This is an optimization exercise on Yosys and OpenROAD, whose aim is a short achievable clock period and few clock cycles, not a production implementation.
The RTL was checked by simulation tests, not by an equivalence proof against the original design.
Power is estimated from default activity; no workload was simulated.

## design/flow/config.mk

```make
export PLATFORM = sky130hd
export DESIGN_NAME = cpu_top
export DESIGN_NICKNAME = cpu_top
export VERILOG_FILES = /design/flow/design.v
export SDC_FILE = /design/flow/constraint.sdc
export NUM_CORES = 4
export LEC_CHECK = 0
export ABC_CLOCK_PERIOD_IN_PS = 2000
export CAP_MARGIN = 20
export CORE_MARGIN = 2
export CORE_UTILIZATION = 40
export SETUP_SLACK_MARGIN = 3.5
export SLEW_MARGIN = 20
export TNS_END_PERCENT = 100
```

## design/flow/standard.sh

```bash
#!/bin/bash
# synth_recipe.tcl (not shown) runs the flow's synth.tcl, then flattens the netlist and writes it again
# the make line also repeats each setting of config.mk as NAME=value (left out here)
make -C /OpenROAD-flow-scripts/flow DESIGN_CONFIG=/design/flow/config.mk WORK_HOME=/design/flow/orfs CLKGATE_MAP_FILE= SYNTH_SCRIPT=/design/flow/synth_recipe.tcl "${@:-finish}"
```

## design/flow/design.v

```verilog
`timescale 1ns/1ps
package cpu_pkg;
    typedef enum logic [4:0] {
        st_if  = 5'b00001,
        st_id  = 5'b00010,
        st_exe = 5'b00100,
        st_mem = 5'b01000,
        st_wb  = 5'b10000
    } cpu_state_e;
    typedef enum logic [5:0] {
        op_special = 6'b000000,
        op_j       = 6'b000010,
        op_jal     = 6'b000011,
        op_beq     = 6'b000100,
        op_bne     = 6'b000101,
        op_addiu   = 6'b001001,
        op_slti    = 6'b001010,
        op_sltiu   = 6'b001011,
        op_andi    = 6'b001100,
        op_ori     = 6'b001101,
        op_xori    = 6'b001110,
        op_lui     = 6'b001111,
        op_lw      = 6'b100011,
        op_sw      = 6'b101011
    } opcode_e;
    typedef enum logic [5:0] {
        fn_jr   = 6'b001000,
        fn_addu = 6'b100001,
        fn_subu = 6'b100011,
        fn_and  = 6'b100100,
        fn_or   = 6'b100101,
        fn_xor  = 6'b100110,
        fn_nor  = 6'b100111,
        fn_slt  = 6'b101010,
        fn_sltu = 6'b101011
    } funct_e;
    typedef enum logic [2:0] {
        alu_and  = 3'b000,
        alu_or   = 3'b001,
        alu_add  = 3'b010,
        alu_sltu = 3'b011,
        alu_xor  = 3'b100,
        alu_nor  = 3'b101,
        alu_sub  = 3'b110,
        alu_slt  = 3'b111
    } alu_op_e;
    typedef enum logic [2:0] {
        cls_nop,
        cls_alu,
        cls_branch,
        cls_jump,
        cls_load,
        cls_store
    } instr_class_e;
    typedef struct packed {
        instr_class_e              cls;
        alu_op_e                   alu_op;
        logic                      use_imm;
        logic                      zero_ext;
        logic                      is_lui;
        logic                      is_bne;
        logic                      link;
        logic                      jreg;
        logic [5-1:0]   rd;
        logic [15:0]               imm;
        logic [25:0]               jidx;
    } decode_ctrl_t;
    typedef struct packed {
        logic [32-1:0] rs_val;
        logic [32-1:0] rt_val;
    } operands_t;
    typedef struct packed {
        logic [32-1:0]    value;       
        logic [32-1:0]    store_data;
        logic [5-1:0] rd;
        logic                    wen;
        logic                    load;
        logic                    store;
    } exec_result_t;
    typedef struct packed {
        logic [32-1:0] pc;
    } imem_port_t;
    typedef struct packed {
        logic [32-1:0] addr;
        logic [32-1:0] wdata;
        logic                 write;
        logic                 read;
    } dmem_req_t;
endpackage
`timescale 1ns/1ps
module reg_file (
    input  logic                    clk,
    input  logic [32-1:0]   rsel1,     
    input  logic [32-1:0]   rsel2,     
    output logic [32-1:0]    rdata1,
    output logic [32-1:0]    rdata2,
    input  logic                    wen,
    input  logic [5-1:0] waddr,
    input  logic [32-1:0]    wdata
);
    logic [32-1:0][32-1:0] regs;
    logic [32-1:0]                 r1, r2;
    assign regs[0] = '0;
    for (genvar i = 1; i < 32; i++) begin : g_reg
        always_ff @(posedge clk) begin
            if (wen && waddr == i) begin
                regs[i] <= wdata;
            end
        end
    end
    always_comb begin
        r1 = '0;
        r2 = '0;
        for (int i = 1; i < 32; i++) begin
            r1 = r1 | (regs[i] & {32{rsel1[i]}});
            r2 = r2 | (regs[i] & {32{rsel2[i]}});
        end
    end
    assign rdata1 = r1;
    assign rdata2 = r2;
endmodule
`timescale 1ns/1ps
module ks_add #(
    parameter int W = 32,
    parameter int L = 5     
) (
    input  logic [W-1:0] a,
    input  logic [W-1:0] b,
    input  logic         cin,
    output logic [W-1:0] sum,
    output logic         cout
);
    logic [W-1:0] g [0:L];
    logic [W-1:0] p [0:L];
    logic [W:0]   c;
    always_comb begin
        g[0] = a & b;
        p[0] = a ^ b;
        g[0][0] = (a[0] & b[0]) | ((a[0] ^ b[0]) & cin);
        for (int l = 0; l < L; l++) begin
            for (int i = 0; i < W; i++) begin
                if (i >= (1 << l)) begin
                    g[l+1][i] = g[l][i] | (p[l][i] & g[l][i - (1 << l)]);
                    p[l+1][i] = p[l][i] & p[l][i - (1 << l)];
                end else begin
                    g[l+1][i] = g[l][i];
                    p[l+1][i] = p[l][i];
                end
            end
        end
        c[0] = cin;
        for (int i = 0; i < W; i++) c[i+1] = g[L][i];
    end
    assign sum  = p[0] ^ c[W-1:0];
    assign cout = c[W];
endmodule
module alu (
    input  logic [32-1:0] a,
    input  logic [32-1:0] b,
    input  logic [7:0]           sel,    
    output logic [32-1:0] result
);
    logic [32-1:0] sum;
    logic [32-1:0] diff;
    logic                 sum_c;
    logic                 diff_c;
    logic                 lt_s;
    logic                 lt_u;
    ks_add #(.W(32)) u_add (.a(a), .b(b),  .cin(1'b0), .sum(sum),  .cout(sum_c));
    ks_add #(.W(32)) u_sub (.a(a), .b(~b), .cin(1'b1), .sum(diff), .cout(diff_c));
    assign lt_u = !diff_c;
    assign lt_s = (a[32-1] ^ b[32-1]) ? a[32-1] : diff[32-1];
    assign result = ({32{sel[0]}} & sum)
                  | ({32{sel[1]}} & diff)
                  | ({32{sel[2]}} & (a & b))
                  | ({32{sel[3]}} & (a | b))
                  | ({32{sel[4]}} & (a ^ b))
                  | ({32{sel[5]}} & ~(a | b))
                  | {{(32-1){1'b0}}, (sel[6] & lt_s) | (sel[7] & lt_u)};
endmodule
`timescale 1ns/1ps
`timescale 1ns/1ps
`timescale 1ns/1ps
module decoder (
    input  logic [32-1:0]    instr,
    output logic                    we,         
    output logic [5-1:0] wreg,
    output logic [7:0]              alu_sel,    
    output logic                    a_zero,     
    output logic                    b_reg,      
    output logic                    b_link,     
    output logic                    b_lui,      
    output logic                    b_zext,     
    output logic                    uses_rs,
    output logic                    uses_rt,
    output logic                    is_load,
    output logic                    is_store,
    output logic                    is_br,
    output logic                    is_bne,
    output logic                    is_jr
);
    logic [5:0] op;
    logic [5:0] fn;
    logic       special;
    logic       r_alu;
    assign op      = instr[31:26];
    assign fn      = instr[5:0];
    assign special = (op == 6'h00);
    always_comb begin
        r_alu   = 1'b1;
        alu_sel = 8'b0000_0001;
        case (fn)
            6'h21: alu_sel = 8'b0000_0001;
            6'h23: alu_sel = 8'b0000_0010;
            6'h24: alu_sel = 8'b0000_0100;
            6'h25: alu_sel = 8'b0000_1000;
            6'h26: alu_sel = 8'b0001_0000;
            6'h27: alu_sel = 8'b0010_0000;
            6'h2a: alu_sel = 8'b0100_0000;
            6'h2b: alu_sel = 8'b1000_0000;
            default: r_alu = 1'b0;
        endcase
        if (!special) begin
            case (op)
                6'h0a: alu_sel = 8'b0100_0000;
                6'h0b: alu_sel = 8'b1000_0000;
                6'h0c: alu_sel = 8'b0000_0100;
                6'h0d: alu_sel = 8'b0000_1000;
                6'h0e: alu_sel = 8'b0001_0000;
                default: alu_sel = 8'b0000_0001;    
            endcase
        end
    end
    assign is_jr    = special && (fn == 6'h08);
    assign is_br    = (op == 6'h04) || (op == 6'h05);
    assign is_bne   = (op == 6'h05);
    assign is_load  = (op == 6'h23);
    assign is_store = (op == 6'h2b);
    assign b_lui    = (op == 6'h0f);
    assign b_link   = (op == 6'h03);
    assign b_zext   = (op == 6'h0c) || (op == 6'h0d) || (op == 6'h0e);
    assign b_reg    = special || is_br;
    assign a_zero   = b_lui || b_link;
    assign uses_rs  = !(b_lui || b_link || (op == 6'h02));
    assign uses_rt  = special || is_br || is_store;
    always_comb begin
        we   = 1'b0;
        wreg = instr[20:16];
        if (special) begin
            we   = r_alu;
            wreg = instr[15:11];
        end else if ((op >= 6'h09 && op <= 6'h0f) || is_load) begin
            we = 1'b1;
        end else if (op == 6'h03) begin
            we   = 1'b1;
            wreg = 5'd31;
        end
        if (wreg == '0) we = 1'b0;
    end
endmodule
`timescale 1ns/1ps
`timescale 1ns/1ps
`timescale 1ns/1ps
module simple_cpu (
    input  logic                 clk,
    input  logic                 rst,
    output logic [32-1:0] imem_pc,
    input  logic [32-1:0] instruction,
    output logic [32-1:0] dmem_addr,
    output logic [32-1:0] dmem_wdata,
    output logic                 dmem_write,
    output logic                 dmem_read,
    input  logic [32-1:0] read_data
);
    logic [31:0] pc;
    logic [31:0] pc_n;       
    logic [31:0] ras;
    logic        d_valid;
    logic [31:0] d_instr;
    logic [31:0] d_rsr, d_rtr;        
    logic [31:0] d_pc4;
    logic        d_pred;
    logic [31:0] d_ptgt;
    logic        e_valid;
    logic [31:0] e_a, e_b, e_s;
    logic [31:0] e_fwv_a, e_fwv_b;    
    logic        e_fwd_s;
    logic [7:0]  e_sel;
    logic        e_we;
    logic [4:0]  e_rd;
    logic        e_load, e_store, e_br, e_bne, e_jr, e_jr_ra, e_pred, e_back;
    logic [31:0] e_ptgt;
    logic [31:0] e_pc4;
    logic [31:0] e_btgt;
    logic        m_we;
    logic [4:0]  m_rd;
    logic        m_load;
    logic        m_write, m_read;
    logic [31:0] m_result;
    logic [31:2] m_addr_n;   
    logic [31:0] m_sdata;
    logic        redirect;
    logic        stall;
    logic [31:0] redirect_pc;
    logic [31:0] pc4;
    logic [5:0]  f_op;
    logic        f_j, f_jal, f_br, f_jr, f_bpred, f_seq;
    logic [31:0] f_btgt;
    logic [31:0] f_next;
    logic [31:0] pc_nx;
    assign pc4     = pc + 32'd4;
    assign imem_pc = ~pc_n;
    assign f_op    = instruction[31:26];
    assign f_j     = (f_op[5:1] == 5'b00001);
    assign f_jal   = (f_op == 6'h03);
    assign f_br    = (f_op[5:1] == 5'b00010);
    assign f_jr    = (f_op == 6'h00) && (instruction[5:0] == 6'h08);
    logic        lp_v, lp_tv;
    logic [11:2] lp_tag;
    logic [31:2] lp_tag4;
    logic [7:0]  lp_trip, lp_ecnt, lp_fcnt, lp_ecnt_nx;
    logic        f_lp_match, f_lp_exit;
    assign f_lp_match = lp_v && lp_tv && (pc[11:2] == lp_tag);
    assign f_lp_exit  = f_lp_match && (lp_fcnt == lp_trip);
    assign f_bpred = f_br && !f_lp_exit &&
                     (instruction[15] || (f_op[0] ^ (instruction[25:21] == instruction[20:16])));
    logic [15:0] f_bt_lo;
    logic        f_bt_c;
    logic [13:0] f_hi, f_hi_p1, f_hi_m1, f_bt_hi;
    ks_add #(.W(16), .L(4)) u_bt_add (
        .a    (pc[17:2]),
        .b    (instruction[15:0]),
        .cin  (1'b1),
        .sum  (f_bt_lo),
        .cout (f_bt_c)
    );
    assign f_hi    = pc[31:18];
    assign f_hi_p1 = f_hi + 14'd1;
    assign f_hi_m1 = f_hi - 14'd1;
    assign f_bt_hi = instruction[15] ? (f_bt_c ? f_hi : f_hi_m1) : (f_bt_c ? f_hi_p1 : f_hi);
    assign f_btgt  = {f_bt_hi, f_bt_lo, 2'b00};
    assign f_seq  = !(f_j || f_bpred || f_jr);
    assign f_next = ({32{f_j}}     & {pc4[31:28], instruction[25:0], 2'b00})
                  | ({32{f_bpred}} & f_btgt)
                  | ({32{f_jr}}    & f_jpred)
                  | ({32{f_seq}}   & pc4);
    localparam int JT_N = 1 << 1;
    logic [JT_N-1:0]          jt_v;
    logic [JT_N-1:0][11:2]    jt_tag;     
    logic [JT_N-1:0][31:2]    jt_tgt;
    logic [1-1:0]     jt_ptr;
    logic [31:2]              f_jtgt;
    logic                     f_jhit;
    logic [31:0]              f_jpred;
    logic                     jw_en;
    logic [11:2]              jw_tag;
    logic [31:2]              jw_tgt;
    always_comb begin
        f_jhit = 1'b0;
        f_jtgt = '0;
        for (int i = 0; i < JT_N; i++) begin
            if (jt_v[i] && jt_tag[i] == pc[11:2]) begin
                f_jhit = 1'b1;
                f_jtgt = f_jtgt | jt_tgt[i];
            end
        end
        f_jpred = f_jhit ? {f_jtgt, 2'b00} : ras;
    end
    always_ff @(posedge clk) begin
        if (rst) begin
            jt_v   <= '0;
            jt_ptr <= '0;
        end else if (jw_en) begin
            jt_v[jt_ptr] <= 1'b1;
            jt_ptr       <= jt_ptr + 1'b1;
        end
    end
    for (genvar i = 0; i < JT_N; i++) begin : g_jt
        always_ff @(posedge clk) begin
            if (jw_en && jt_ptr == i) begin
                jt_tag[i] <= jw_tag;
                jt_tgt[i] <= jw_tgt;
            end
        end
    end
    always_comb begin
        if (rst)           pc_nx = 32'h0000_0000;
        else if (redirect) pc_nx = redirect_pc;
        else if (stall)    pc_nx = pc;
        else               pc_nx = f_next;
    end
    always_ff @(posedge clk) begin
        pc   <= pc_nx;
        pc_n <= ~pc_nx;
        if (rst) begin
            ras <= '0;
        end else if (f_jal) begin
            ras <= pc4;
        end
    end
    always_ff @(posedge clk) begin
        if (rst) begin
            lp_fcnt <= '0;
        end else if (redirect) begin
            lp_fcnt <= lp_ecnt_nx;
        end else if (!stall && f_lp_match) begin
            lp_fcnt <= f_lp_exit ? '0 : lp_fcnt + 8'd1;
        end
    end
    always_ff @(posedge clk) begin
        if (rst || redirect) begin
            d_valid <= 1'b0;
        end else if (!stall) begin
            d_valid <= 1'b1;
        end
        if (stall) begin
            d_rsr   <= d_rsv;
            d_rtr   <= d_rtv;
        end else begin
            d_instr <= instruction;
            d_rsr   <= f_rsv;
            d_rtr   <= f_rtv;
            d_pc4   <= pc4;
            d_pred  <= f_bpred || f_jr;
            d_ptgt  <= f_jpred;
        end
    end
    logic [31:0] f_rsv, f_rtv;
    reg_file u_rf (
        .clk    (clk),
        .rsel1  (32'd1 << instruction[25:21]),
        .rsel2  (32'd1 << instruction[20:16]),
        .rdata1 (f_rsv),
        .rdata2 (f_rtv),
        .wen    (wb_we),
        .waddr  (m_rd),
        .wdata  (wb_data)
    );
    logic [4:0]  d_rs, d_rt;
    logic        d_we;
    logic [4:0]  d_wreg;
    logic [7:0]  d_sel;
    logic        d_a_zero, d_b_reg, d_b_link, d_b_lui, d_b_zext;
    logic        d_uses_rs, d_uses_rt;
    logic        d_load, d_store, d_br, d_bne, d_jr;
    logic [31:0] d_rsv, d_rtv;
    logic [31:0] d_imm;
    logic        d_hit_rs, d_hit_rt;
    logic        wb_we;
    logic [31:0] wb_data;
    assign d_rs = d_instr[25:21];
    assign d_rt = d_instr[20:16];
    decoder u_dec (
        .instr    (d_instr),
        .we       (d_we),
        .wreg     (d_wreg),
        .alu_sel  (d_sel),
        .a_zero   (d_a_zero),
        .b_reg    (d_b_reg),
        .b_link   (d_b_link),
        .b_lui    (d_b_lui),
        .b_zext   (d_b_zext),
        .uses_rs  (d_uses_rs),
        .uses_rt  (d_uses_rt),
        .is_load  (d_load),
        .is_store (d_store),
        .is_br    (d_br),
        .is_bne   (d_bne),
        .is_jr    (d_jr)
    );
    logic        wbp_we;
    logic [4:0]  wbp_rd;
    logic [31:0] wbp_data;
    always_ff @(posedge clk) begin
        wbp_we   <= wb_we;
        wbp_rd   <= m_rd;
        wbp_data <= wb_data;
    end
    assign d_rsv = (wb_we && m_rd == d_rs && d_rs != '0)   ? wb_data  :
                   (wbp_we && wbp_rd == d_rs && d_rs != '0) ? wbp_data : d_rsr;
    assign d_rtv = (wb_we && m_rd == d_rt && d_rt != '0)   ? wb_data  :
                   (wbp_we && wbp_rd == d_rt && d_rt != '0) ? wbp_data : d_rtr;
    assign d_imm = d_b_link ? d_pc4 :
                   d_b_lui  ? {d_instr[15:0], 16'h0000} :
                   d_b_zext ? {16'h0000, d_instr[15:0]} :
                              {{16{d_instr[15]}}, d_instr[15:0]};
    assign d_hit_rs = e_valid && e_we && (e_rd == d_rs);
    assign d_hit_rt = e_valid && e_we && (e_rd == d_rt);
    logic f_uses_rs, f_uses_rt;
    assign f_uses_rs = !((f_op == 6'h0f) || (f_op == 6'h03) || (f_op == 6'h02));
    assign f_uses_rt = (f_op == 6'h00) || f_br || (f_op == 6'h2b);
    always_ff @(posedge clk) begin
        if (rst) begin
            stall <= 1'b0;
        end else begin
            stall <= !stall && !redirect && d_valid && d_load && d_we &&
                     (((d_wreg == instruction[25:21]) && f_uses_rs) ||
                      ((d_wreg == instruction[20:16]) && f_uses_rt));
        end
    end
    always_ff @(posedge clk) begin
        if (rst || redirect || stall) begin
            e_valid <= 1'b0;
        end else begin
            e_valid <= d_valid;
        end
        e_a     <= (d_a_zero || d_hit_rs) ? '0 : d_rsv;
        e_b     <= d_b_reg ? (d_hit_rt ? '0 : d_rtv) : d_imm;
        e_s     <= d_hit_rt ? '0 : d_rtv;
        e_fwd_s <= d_hit_rt;
        e_sel   <= d_sel;
        e_we    <= d_we;
        e_rd    <= d_wreg;
        e_load  <= d_load;
        e_store <= d_store;
        e_br    <= d_br;
        e_bne   <= d_bne;
        e_jr    <= d_jr;
        e_jr_ra <= (d_rs == 5'd31);
        e_back  <= d_instr[15];
        e_pred  <= d_pred;
        e_ptgt  <= d_ptgt;
        e_pc4   <= d_pc4;
        e_btgt  <= d_pc4 + {{14{d_instr[15]}}, d_instr[15:0], 2'b00};
    end
    logic [31:0] x_a, x_b, x_s;
    logic [31:0] x_res;
    logic        x_taken;
    assign x_a = e_a | e_fwv_a;
    assign x_b = e_b | e_fwv_b;
    assign x_s = e_s | (m_result & {32{e_fwd_s}});
    alu u_alu (
        .a      (x_a),
        .b      (x_b),
        .sel    (e_sel),
        .result (x_res)
    );
    assign x_taken     = (x_a == x_b) ^ e_bne;
    assign redirect    = e_valid && ((e_br && (x_taken != e_pred)) || (e_jr && (x_a != e_ptgt)));
    assign redirect_pc = e_jr ? x_a : (e_pred ? e_pc4 : e_btgt);
    logic e_lp_br, e_lp_match;
    assign e_lp_br    = e_valid && e_br && e_back;
    assign e_lp_match = lp_v && (e_pc4[31:2] == lp_tag4);
    always_comb begin
        lp_ecnt_nx = lp_ecnt;
        if (e_lp_br) begin
            if (e_lp_match) lp_ecnt_nx = x_taken ? lp_ecnt + 8'd1 : '0;
            else if (!x_taken && e_pred) lp_ecnt_nx = '0;
        end
    end
    always_ff @(posedge clk) begin
        if (rst) begin
            lp_v    <= 1'b0;
            lp_tv   <= 1'b0;
            lp_ecnt <= '0;
        end else begin
            lp_ecnt <= lp_ecnt_nx;
            if (e_lp_br) begin
                if (e_lp_match) begin
                    if (!x_taken) begin
                        lp_trip <= lp_ecnt;
                        lp_tv   <= 1'b1;
                    end
                end else if (!x_taken && e_pred) begin
                    lp_v   <= 1'b1;
                    lp_tv  <= 1'b0;
                    lp_tag  <= e_pc4[11:2] - 10'd1;
                    lp_tag4 <= e_pc4[31:2];
                end
            end
        end
    end
    always_ff @(posedge clk) begin
        if (rst) begin
            m_we    <= 1'b0;
            m_write <= 1'b0;
            m_read  <= 1'b0;
            jw_en   <= 1'b0;
        end else begin
            jw_en   <= e_valid && e_jr && !e_jr_ra && (x_a != e_ptgt);
            m_we    <= e_valid && e_we;
            m_write <= e_valid && e_store;
            m_read  <= e_valid && e_load;
        end
        m_rd     <= e_rd;
        jw_tag   <= e_pc4[11:2] - 10'd1;
        jw_tgt   <= x_a[31:2];
        m_load   <= e_load;
        m_result <= x_res;
        m_addr_n <= ~x_res[31:2];
        m_sdata  <= x_s;
        e_fwv_a  <= x_res & {32{d_hit_rs && !d_a_zero}};
        e_fwv_b  <= x_res & {32{d_hit_rt && d_b_reg}};
    end
    assign dmem_addr  = {~m_addr_n, 2'b00};
    assign dmem_wdata = m_sdata;
    assign dmem_write = m_write;
    assign dmem_read  = m_read;
    assign wb_we   = m_we;
    assign wb_data = m_load ? read_data : m_result;
endmodule
`timescale 1ns/1ps
module cpu_top (
    input  logic                 clk,
    input  logic                 rst,
    output logic [32-1:0] imem_pc,
    input  logic [32-1:0] instruction,
    output logic [32-1:0] dmem_addr,
    output logic [32-1:0] dmem_wdata,
    output logic                 dmem_write,
    output logic                 dmem_read,
    input  logic [32-1:0] read_data
);
    simple_cpu u_cpu (
        .clk         (clk),
        .rst         (rst),
        .imem_pc     (imem_pc),
        .instruction (instruction),
        .dmem_addr   (dmem_addr),
        .dmem_wdata  (dmem_wdata),
        .dmem_write  (dmem_write),
        .dmem_read   (dmem_read),
        .read_data   (read_data)
    );
endmodule
```

## design/flow/flow/run.sh

```bash
#!/bin/bash
# Layout flow: the standard ORFS flow (standard.sh) with two changes.
# 1. Synthesis: ABC maps the logic with flow/abc_map.script (choices, then the
#    delay-oriented classic mapper) instead of ORFS's abc_speed.script, and the
#    adder step's full/half-adder extraction is skipped, so ABC sees adders as
#    plain logic. Registers are mapped before ABC by the standard script and
#    are unchanged.
# 2. Placement: the buffers that buffer_ports puts on every input and output
#    port are sky130_fd_sc_hd__buf_4 instead of the default delay buffer.
set -euo pipefail
W=$(pwd)
{
  echo "proc abc {args} { set i [lsearch -exact \$args -script]; if {\$i >= 0} { lset args [expr {\$i + 1}] $W/flow/abc_map.script }; yosys abc {*}\$args }"
  echo "proc extract_fa {args} { }"
  cat "$W/synth_recipe.tcl"
} > "$W/my_synth.tcl"
sed -e "s#$W/synth_recipe.tcl#$W/my_synth.tcl#g" \
    -e 's#"\${@:-finish}"#BUFFER_PORTS_ARGS="-buffer_cell sky130_fd_sc_hd__buf_4" "${@:-finish}"#' \
    "$W/standard.sh" > "$W/my_standard.sh"
grep -q "my_synth.tcl" "$W/my_standard.sh"
grep -q "BUFFER_PORTS_ARGS" "$W/my_standard.sh"
bash "$W/my_standard.sh" > "$W/flow_make.log" 2>&1
```

## design/flow/constraint.sdc

```tcl
create_clock -name core_clock -period 6.2 [get_ports {clk}]
set_input_delay 1.2400 -clock core_clock [delete_from_list [all_inputs] [get_ports {clk}]]
set_output_delay 1.2400 -clock core_clock [all_outputs]
set_load 0.01 [all_outputs]
```

## design/flow/flow/abc_map.script

```
strash
dch -f
map {D}
topo
buffer -c
topo
upsize -c {D}
dnsize -c {D}
```

==> results of run 1 <==
power breakdown:
group          total (mW)  internal (mW)  switching [mW]
logic                5.70           1.58            4.12
registers            14.7           14.4           0.384
clock network        12.3           7.02            5.28
total                32.7           23.0            9.78
cell usage after synthesis (19+ instances only):
| cell type | count |
|---|---|
| inv_2 | 34 |
| nor4_1 | 57 |
| buf_2 | 103 |
| a31oi_1 | 96 |
| o22ai_1 | 236 |
| edfxtp_1 | 1217 |
| dfxtp_1 | 643 |
| nand3_1 | 338 |
| o2111ai_1 | 41 |
| o221ai_1 | 37 |
| nand3b_1 | 23 |
| a221oi_1 | 314 |
| a22oi_1 | 307 |
| o211ai_1 | 61 |
| nor3_1 | 112 |
| nor2_4 | 23 |
| a2111oi_0 | 24 |
| o22ai_2 | 26 |
| nor2_2 | 28 |
| inv_1 | 911 |
| buf_1 | 23 |
| nand2_2 | 27 |
| clkbuf_1 | 227 |
| nor2_1 | 663 |
| nand2_1 | 1081 |
| or2_2 | 24 |
| xnor2_1 | 46 |
| o21ai_1 | 64 |
| a21oi_1 | 313 |
| o21ai_0 | 459 |
| o211a_1 | 28 |
| mux2i_1 | 19 |
| nand4_1 | 287 |
| mux2_2 | 43 |
| a211oi_1 | 47 |
| xor2_1 | 67 |
| o21bai_1 | 54 |
| buf_4 | 26 |
worst reg2reg max path, cell delays in order (launching register included):
cell and delay [ns]:
dfxtp_4 0.92, clkinv_16 0.52, buf_4 0.47, buf_4 0.34, nor2_1 0.13, a41oi_1 0.06
o211ai_1 0.39
routing by layer:
metal | vias to the layer above | GRT usage, % | share of wire, %
li1 | 32200 | - | -
met5 | - | 0 | 0.059
met3 | 1655 | 11.1 | 13
met2 | 6437 | 56.3 | 42
met4 | 14 | 30.0 | 9.9
met1 | 38300 | 46.8 | 35
how the worst max path moves through the flow:
stage               cells past startpoint       startpoint  slack (ns)                     endpoint
floorplan                               4              rst        3.33  u_cpu.lp_tag4[10]$_DFFE_PP_
global placement                       12  instruction[25]        1.16      u_cpu.d_rsr[28]$_DFF_P_
detailed placement                     12  instruction[25]        1.14      u_cpu.d_rsr[28]$_DFF_P_
CTS                                    12  instruction[23]        3.29      u_cpu.d_rsr[28]$_DFF_P_
global route                           13  instruction[21]        2.86      u_cpu.d_rsr[28]$_DFF_P_
finish                                 10  instruction[22]        2.65      u_cpu.d_rsr[28]$_DFF_P_
timing repair:
action / CTS / global route
setup buffers: 181 / 207
endpoints found under the setup margin: 455 / 350
gates cloned: 11 / 23
hold buffers: 0 / 0
gates resized for setup: 567 / 642
pin swaps: 110 / 179
final cells by class:
class                           count  area [µm²]  area share, %
Antenna cell                       17        42.5         0.0399
Clock buffer                      247        5240           4.91
Clock inverter                    119        1400           1.31
Inverter                          957        3960           3.72
Multi-Input combinational cell   5177       34700           32.6
Sequential cell                  1860       49500           46.5
Tap cell                         2805        3510           3.29
Timing Repair Buffer              820        8220           7.70
Timing Repair inverter              1        8.76        0.00821
logic make-up after synthesis:
logic type                synth area share (%)
muxes                                    0.798
other                                  0.00444
AOI/OAI and AO/OA                         18.3
DFF                                       58.5
xor gates and xnor gates                  1.26
buffers and inverters                     6.28
and+or+nand+nor                           14.8
==> results.sh, run 1 <==
export IMPL_r2r_cells=6
export IMPL_registers_top_by_ff_count="u_cpu.u_rf.regs"
export IMPL_cp_buffers_inverters=4
export IMPL_n_fill_cell=18900
export IMPL_first_global_vias=72000
export IMPL_worst_endpoint_required_ns=6.93
export IMPL_finalSetupViolations=0
export IMPL_worst_hold_slack_ns=0.337
export IMPL_synth_area_um2=84500
export IMPL_grt_first_pass_wirelength_um=575000
export IMPL_route_detailed_drc=0
export IMPL_drt_iter0_markers=13300
export IMPL_hp_start="u_cpu.d_ptgt[20]$_DFFE_PN_"
export IMPL_timing_rr_start="u_cpu.stall$_SDFF_PP0_"
export IMPL_max_vdd_ir_drop_mv=0.309
export IMPL_synth_top_cells_by_area="edfxtp_1, dfxtp_1, nand2_1, inv_1, a221oi_1"
export IMPL_vias=78600
export IMPL_mostFrequentLayoutCell="edfxtp_1"
export IMPL_skew_ns=0.0537
export IMPL_post_synth_arst_share_pct=0
export IMPL_wl_per_cell_um=36.2
export IMPL_maximum_number_of_pins_on_one_net_before_global_route_repair=71
export IMPL_insertion_delay_ns=0.90
export IMPL_yosysWarnings=9
export IMPL_grt_overflow=0
export IMPL_crit_chain="buf_8 > inv_8 > nor3_4 > nand3_2 > inv_4 > buf_8 > a221oi_4 > nand4_1 > a2111oi_4 > a22oi_1"
export IMPL_antenna_found_initial=28
export IMPL_min_path_type="reg -> reg"
export IMPL_crit_top_cell="buf_8"
export IMPL_cts_buffer_depth=3
export IMPL_floorplan_initialDensity_pct=40.3
export IMPL_final_setup_tns_ns=0
export IMPL_setup_cp_type="in -> reg"
export IMPL_post_route_cells_drive_above_1_share_pct=23.8
export IMPL_whs_path_cells=0
export IMPL_endpoint_kind="flop"
export IMPL_worst_path_dominant_cell_family="compound AO/OA/AOI/OAI gates"
export IMPL_timing_reg2reg_setup_slack_ns=3.23
export IMPL_fin_util_pct=50.8
export IMPL_period_needed_ns=3.55
export IMPL_finalNetCount=9078
export IMPL_stdcell_area_um2=107000
export IMPL_tightestPinTransition_ns=1.17
export IMPL_die_height_um=464
export IMPL_upper_clock_frequency_limit_mhz=282
export IMPL_place_ws_ns=1.14
export IMPL_floorplan_die_width_um=464
export IMPL_hold_path_endpoint="u_cpu.e_ptgt[20]$_DFF_P_"
export IMPL_final_hold_viol_count=0
export IMPL_placement_io_buffers=161
export IMPL_master_of_the_slowest_instance_on_the_critical_path="nand4_1"
export IMPL_worst_slew_margin_rel_pct=21.4
export IMPL_largest_registers_ranked_by_flip_flop_count="u_cpu.u_rf.regs x992, u_cpu.jt_tgt x60"
export IMPL_pin_count=164
export IMPL_row_count=168
export IMPL_critical_path_startpoint_type="primary input"
export IMPL_run_status="complete, no violations"
export IMPL_gpl_final_weighted_congestion=1.03
export IMPL_netlist_top_cell_by_area="edfxtp_1"
export IMPL_die_area_um2=215000
export IMPL_ys_seq_elements=1860
export IMPL_tritoncts_clock_tree="built"
export IMPL_tritoncts_num_buffers=195
export IMPL_yosysSeqAreaShare_pct=58.5
export IMPL_final_cell_count_no_fill=12000
export IMPL_place_area_um2=90600
export IMPL_postRouteAntennaNets=0
export IMPL_post_route_worst_setup_slack_ns=2.65
export IMPL_synth_avg_cell_area_um2=10.1
export IMPL_critPathMaxStageDelay_ns=0.85
export IMPL_crit_arrival_ns=4.27
export IMPL_clk_transition_reported_paths_ns=0.07
export IMPL_cellLeakagePower_nw=39.9
export IMPL_cap_viol_max_count=0
export IMPL_route_detailed_vias_per_inst=6.54
export IMPL_rsz_0062_raised_after_global_routing="yes"
export IMPL_power_density_nw_per_um2=307
export IMPL_clk_root_buffer_cell="clkbuf_16"
export IMPL_synth_edf_count=1217
export IMPL_tritoncts_num_sinks=1860
export IMPL_total_power_mw=32.7
export IMPL_post_synth_top_area_fraction_pct=43.3
export IMPL_cts_htree_levels=4
export IMPL_synthCells=8369
export IMPL_wl_um=434000
export IMPL_layout_common_cells="edfxtp_1, nand2_1, inv_1"
export IMPL_ys_types=86
export IMPL_synthFlopType="edfxtp_1"
export IMPL_global_route_usage_total_pct=38.2
export IMPL_period_share_pct=57.2
export IMPL_count_of_tritonroute_iterations_in_the_first_routing_pass=10
export IMPL_worst_path_max_fanout=14
export IMPL_area_growth_pct=26.2
export IMPL_dp_cells=11200
export IMPL_max_reg_flops=992
export IMPL_reg2reg_to="u_cpu.pc_n[15]$_DFF_P_"
export IMPL_place_hpwl_um=286000
export IMPL_final_slew_violations=0
export IMPL_core_region_area_um2=210000
Testbench counts, summed over its fixed seeds: cycles 140,957.
==> run 2, diff against run 1 <==
--- a/design/flow/config.mk
+++ b/design/flow/config.mk
@@ -9,6 +9,7 @@
 export CAP_MARGIN = 20
 export CORE_MARGIN = 2
 export CORE_UTILIZATION = 40
+export PLACE_DENSITY = 0.7
 export SETUP_SLACK_MARGIN = 3.5
 export SLEW_MARGIN = 20
 export TNS_END_PERCENT = 100
==> run 2 against run 1 <==
Net effect: cell count rose by 0.24%; design area about the same; clock-buffer cell count increased by 5; combinational power fell by 0.7%; clock skew grew 0.023 ns; synthesized area did not move; global-route usage decreased by 0.90 points; critical endpoint is now u_cpu.d_rtr[19]$_DFF_P_; total power decreased by 0.50%; largest power group unchanged; first-iteration DRC count increased by 17%; clock power barely moved; non-clock buffer count is 38 higher; die area stayed put.
==> results.sh, run 2 <==
export IMPL_run_status="complete, no violations"
export IMPL_total_of_hold_buffers_inserted_after_clock_tree_synthesis=0
export IMPL_cellLeakagePower_nw=40.1
export IMPL_tritoncts_num_buffers=189
export IMPL_cts_htree_levels=4
export IMPL_worst_path_dominant_cell_family="simple AND/OR/NAND/NOR gates"
export IMPL_ys_types=86
export IMPL_period_share_pct=47.9
export IMPL_master_of_the_slowest_instance_on_the_critical_path="nand4_1"
export IMPL_timing_rr_start="u_cpu.d_instr[22]$_DFFE_PN_"
export IMPL_registers_top_by_ff_count="u_cpu.u_rf.regs"
export IMPL_total_power_mw=32.6
export IMPL_vias=80900
export IMPL_hp_start="u_cpu.d_ptgt[13]$_DFFE_PN_"
export IMPL_core_region_area_um2=210000
export IMPL_crit_chain="buf_16 > clkinvlp_4 > buf_12 > nor3_4 > nand3_2 > buf_12 > buf_12 > o22ai_1 > a221oi_2 > nand4_1 > nor2_1 > a21oi_1"
export IMPL_synth_edf_count=1217
export IMPL_synth_avg_cell_area_um2=10.1
export IMPL_area_growth_pct=26.3
export IMPL_yosysSeqAreaShare_pct=58.5
export IMPL_postRouteAntennaNets=0
export IMPL_power_share_switching_pct=30.3
export IMPL_critical_path_startpoint_type="primary input"
export IMPL_die_area_um2=215000
export IMPL_worst_path_max_fanout=13
export IMPL_first_global_vias=72700
export IMPL_largest_registers_ranked_by_flip_flop_count="u_cpu.u_rf.regs x992, u_cpu.jt_tgt x60"
export IMPL_netlist_top_cell_by_area="edfxtp_1"
export IMPL_layout_common_cells="edfxtp_1, nand2_1, inv_1"
export IMPL_grt_overflow=0
export IMPL_cp_buffers_inverters=5
export IMPL_final_hold_viol_count=0
export IMPL_tritoncts_clock_tree="built"
export IMPL_count_of_tritonroute_iterations_in_the_first_routing_pass=11
export IMPL_row_count=168
export IMPL_setup_cp_type="in -> reg"
export IMPL_n_fill_cell=18500
export IMPL_wl_um=429000
export IMPL_min_path_type="reg -> reg"
export IMPL_power_internal_mw=22.7
export IMPL_tritoncts_num_sinks=1860
export IMPL_global_route_usage_total_pct=37.3
export IMPL_upper_clock_frequency_limit_mhz=337
export IMPL_max_reg_flops=992
export IMPL_skew_ns=0.0771
export IMPL_post_synth_most_frequent_cells="edfxtp_1, nand2_1, inv_1, nor2_1, dfxtp_1"
export IMPL_endpoint_kind="flop"
export IMPL_post_synth_arst_share_pct=0
export IMPL_max_vdd_ir_drop_mv=0.326
export IMPL_crit_arrival_ns=3.77
export IMPL_clockPowerShare_pct=37.3
export IMPL_final_slew_violations=0
export IMPL_clk_transition_reported_paths_ns=0.07
export IMPL_maximum_number_of_pins_on_one_net_before_global_route_repair=85
export IMPL_net_switching_power_mw=9.88
export IMPL_placement_io_buffers=161
export IMPL_floorplan_die_width_um=464
export IMPL_cap_viol_max_count=0
export IMPL_period_needed_ns=2.97
export IMPL_multi_input_area_um2=34500
export IMPL_synth_most_common_cell="edfxtp_1"
export IMPL_final_setup_tns_ns=0
export IMPL_power_sequential_fraction_pct=45.4
export IMPL_post_synth_top_area_fraction_pct=43.3
export IMPL_synthCells=8369
export IMPL_sequential_cell_area_um2=49600
export IMPL_synth_top_cells_by_area="edfxtp_1, dfxtp_1, nand2_1, inv_1, a221oi_1"
export IMPL_insertion_delay_ns=0.92
export IMPL_pin_count=164
export IMPL_setup_worst_path_start="instruction[16]"
export IMPL_power_density_nw_per_um2=305
export IMPL_worst_slew_margin_rel_pct=19.3
export IMPL_yosysWarnings=9
export IMPL_timing_reg2reg_setup_slack_ns=3.32
export IMPL_cts_buffer_depth=3
export IMPL_ys_seq_elements=1860
export IMPL_die_height_um=464
export IMPL_post_route_cells_drive_above_1_share_pct=23.9
export IMPL_route_detailed_vias_per_inst=6.72
export IMPL_grt_first_pass_wirelength_um=567000
export IMPL_wl_per_cell_um=35.7
export IMPL_rsz_0062_raised_after_global_routing="yes"
export IMPL_mostFrequentLayoutCell="edfxtp_1"
export IMPL_place_hpwl_um=279000
export IMPL_synth_area_um2=84500
export IMPL_synthFlopType="edfxtp_1"
export IMPL_crit_top_cell="buf_12"
export IMPL_tightestPinTransition_ns=1.21
export IMPL_clk_root_buffer_cell="clkbuf_16"
export IMPL_gpl_final_weighted_congestion=1.06
export IMPL_finalNetCount=9112
export IMPL_critPathMaxStageDelay_ns=0.47
export IMPL_worst_endpoint_required_ns=7.00
export IMPL_antenna_found_initial=31
export IMPL_finalSetupViolations=0
export IMPL_route_detailed_drc=0
export IMPL_combinational_cell_fraction_of_total_power_pct=17.4
export IMPL_floorplan_initialDensity_pct=40.3
export IMPL_drt_iter0_markers=15500
-- run 2: cell counts after synthesis --
No cell type changed its count.
-- run 2: final timing paths --
check        cells past startpoint                        to
max                             12   u_cpu.d_rtr[19]$_DFF_P_
min                              0  u_cpu.e_ptgt[13]$_DFF_P_
max reg2reg                     11  u_cpu.e_a[14]$_SDFF_PP0_
min reg2reg                      0  u_cpu.e_ptgt[13]$_DFF_P_
-- run 2: worst register-to-register path, cell delays in order (launching register included) --
cell and delay [ns]:
edfxtp_1 0.41, inv_1 0.15, nand3_1 0.13, nand4_1 0.15
a2111oi_4 0.38, buf_4 0.23, buf_12 0.20, buf_8 0.23
mux2_2 0.36, o21ai_0 0.14, buf_4 0.22, nor2_1 0.09
-- run 2: final cells by class --
| type | instances | area share [%] |
|---|---|---|
| multi-input cells | 5179 | 32.3 |
| clock buffers | 252 | 4.96 |
| clock inverters | 101 | 1.17 |
| well taps | 2805 | 3.29 |
| repair buffers | 858 | 8.06 |
| diodes | 19 | 0.0446 |
| inverters | 957 | 3.72 |
| flip-flops and latches | 1860 | 46.4 |
| repair inverters | 1 | 0.00821 |
-- run 2: metal layers --
| metal | vias up | track usage (%) | wire length (µm) |
|---|---|---|---|
| li1 | 32300 | - | - |
| met1 | 38800 | 44.1 | 144000 |
| met2 | 7670 | 54.3 | 177000 |
| met3 | 2165 | 13.8 | 62700 |
| met4 | 14 | 30.1 | 45700 |
| met5 | - | 0 | 106 |
-- run 2: through the flow --
| step | setup slack (ns) | hold slack [ns] | area (µm²) | util, % | instances |
|---|---|---|---|---|---|
| final | 3.23 | 0.322 | 107000 | 50.9 | 12000 |
| after global placement | 1.15 | 0.323 | 90500 | 43.1 | 11200 |
| after CTS | 3.31 | 0.319 | 101000 | 48.4 | 11700 |
| after global routing | 3.31 | 0.316 | 107000 | 50.8 | 12000 |
| after detailed placement | 1.20 | 0.327 | 90500 | 43.2 | 11200 |
| after floorplan | 3.33 | 0.323 | 85500 | - | 8370 |
-- run 2: cells by family after synthesis --
| family | count (synthesis) | synth area share, % |
|---|---|---|
| other cells | 1 | 0.00444 |
| buf+inv | 1342 | 6.28 |
| compound gates | 2256 | 18.3 |
| flops | 1860 | 58.5 |
| xor+xnor | 116 | 1.26 |
| simple gates | 2732 | 14.8 |
| mux | 62 | 0.798 |
-- run 2: power by group through the flow --
stage | Sequential [mW] | Clock (mW) | Combinational, mW
after global routing | 14.8 | 12.6 | 5.70
after global placement | 15.0 | 0 | 4.52
after CTS | 14.7 | 12.1 | 4.92
after detailed placement | 15.0 | 0 | 4.54
after floorplan | 14.9 | 0 | 2.24
final | 14.8 | 12.1 | 5.66
-- run 2: what timing repair did --
action	CTS	global route
hold endpoints to repair	0	0
setup endpoints to repair	448	353
pin swaps	108	148
gates resized for setup	576	585
buffers inserted	178	256
gates cloned	17	23

## what the ideal ports hide
No port has a modelled driver above. Below, the same layouts with a new extraction and two added sets of constraints.
Step 1 (the two cells are an assumption about what drives the block):
set clk [get_ports {clk}]
set_driving_cell -lib_cell sky130_fd_sc_hd__clkbuf_16 $clk
set_driving_cell -lib_cell sky130_fd_sc_hd__buf_2 [delete_from_list [all_inputs] $clk]
Step 2 moves the port delays by t, midway between the first and last clock arrival at a register: inputs arrive t later, outputs are due t later. That takes back most of the time a late clock gives input paths.
a / b / c = ideal ports / drivers / drivers and shift; a / b = the first two.
run	shift t [ns]	setup slack, ns	worst data-port slew with drivers (ns)
run 1	0.963	2.654 / 2.631 / 1.668	0.23
run 2	0.960	3.229 / 3.090 / 2.130	0.23
After both steps setup and hold are still met in every run listed. For run 2, which loses most, drivers alone change the setup slack by -0.139 ns; drivers and shift together by -1.099 ns.
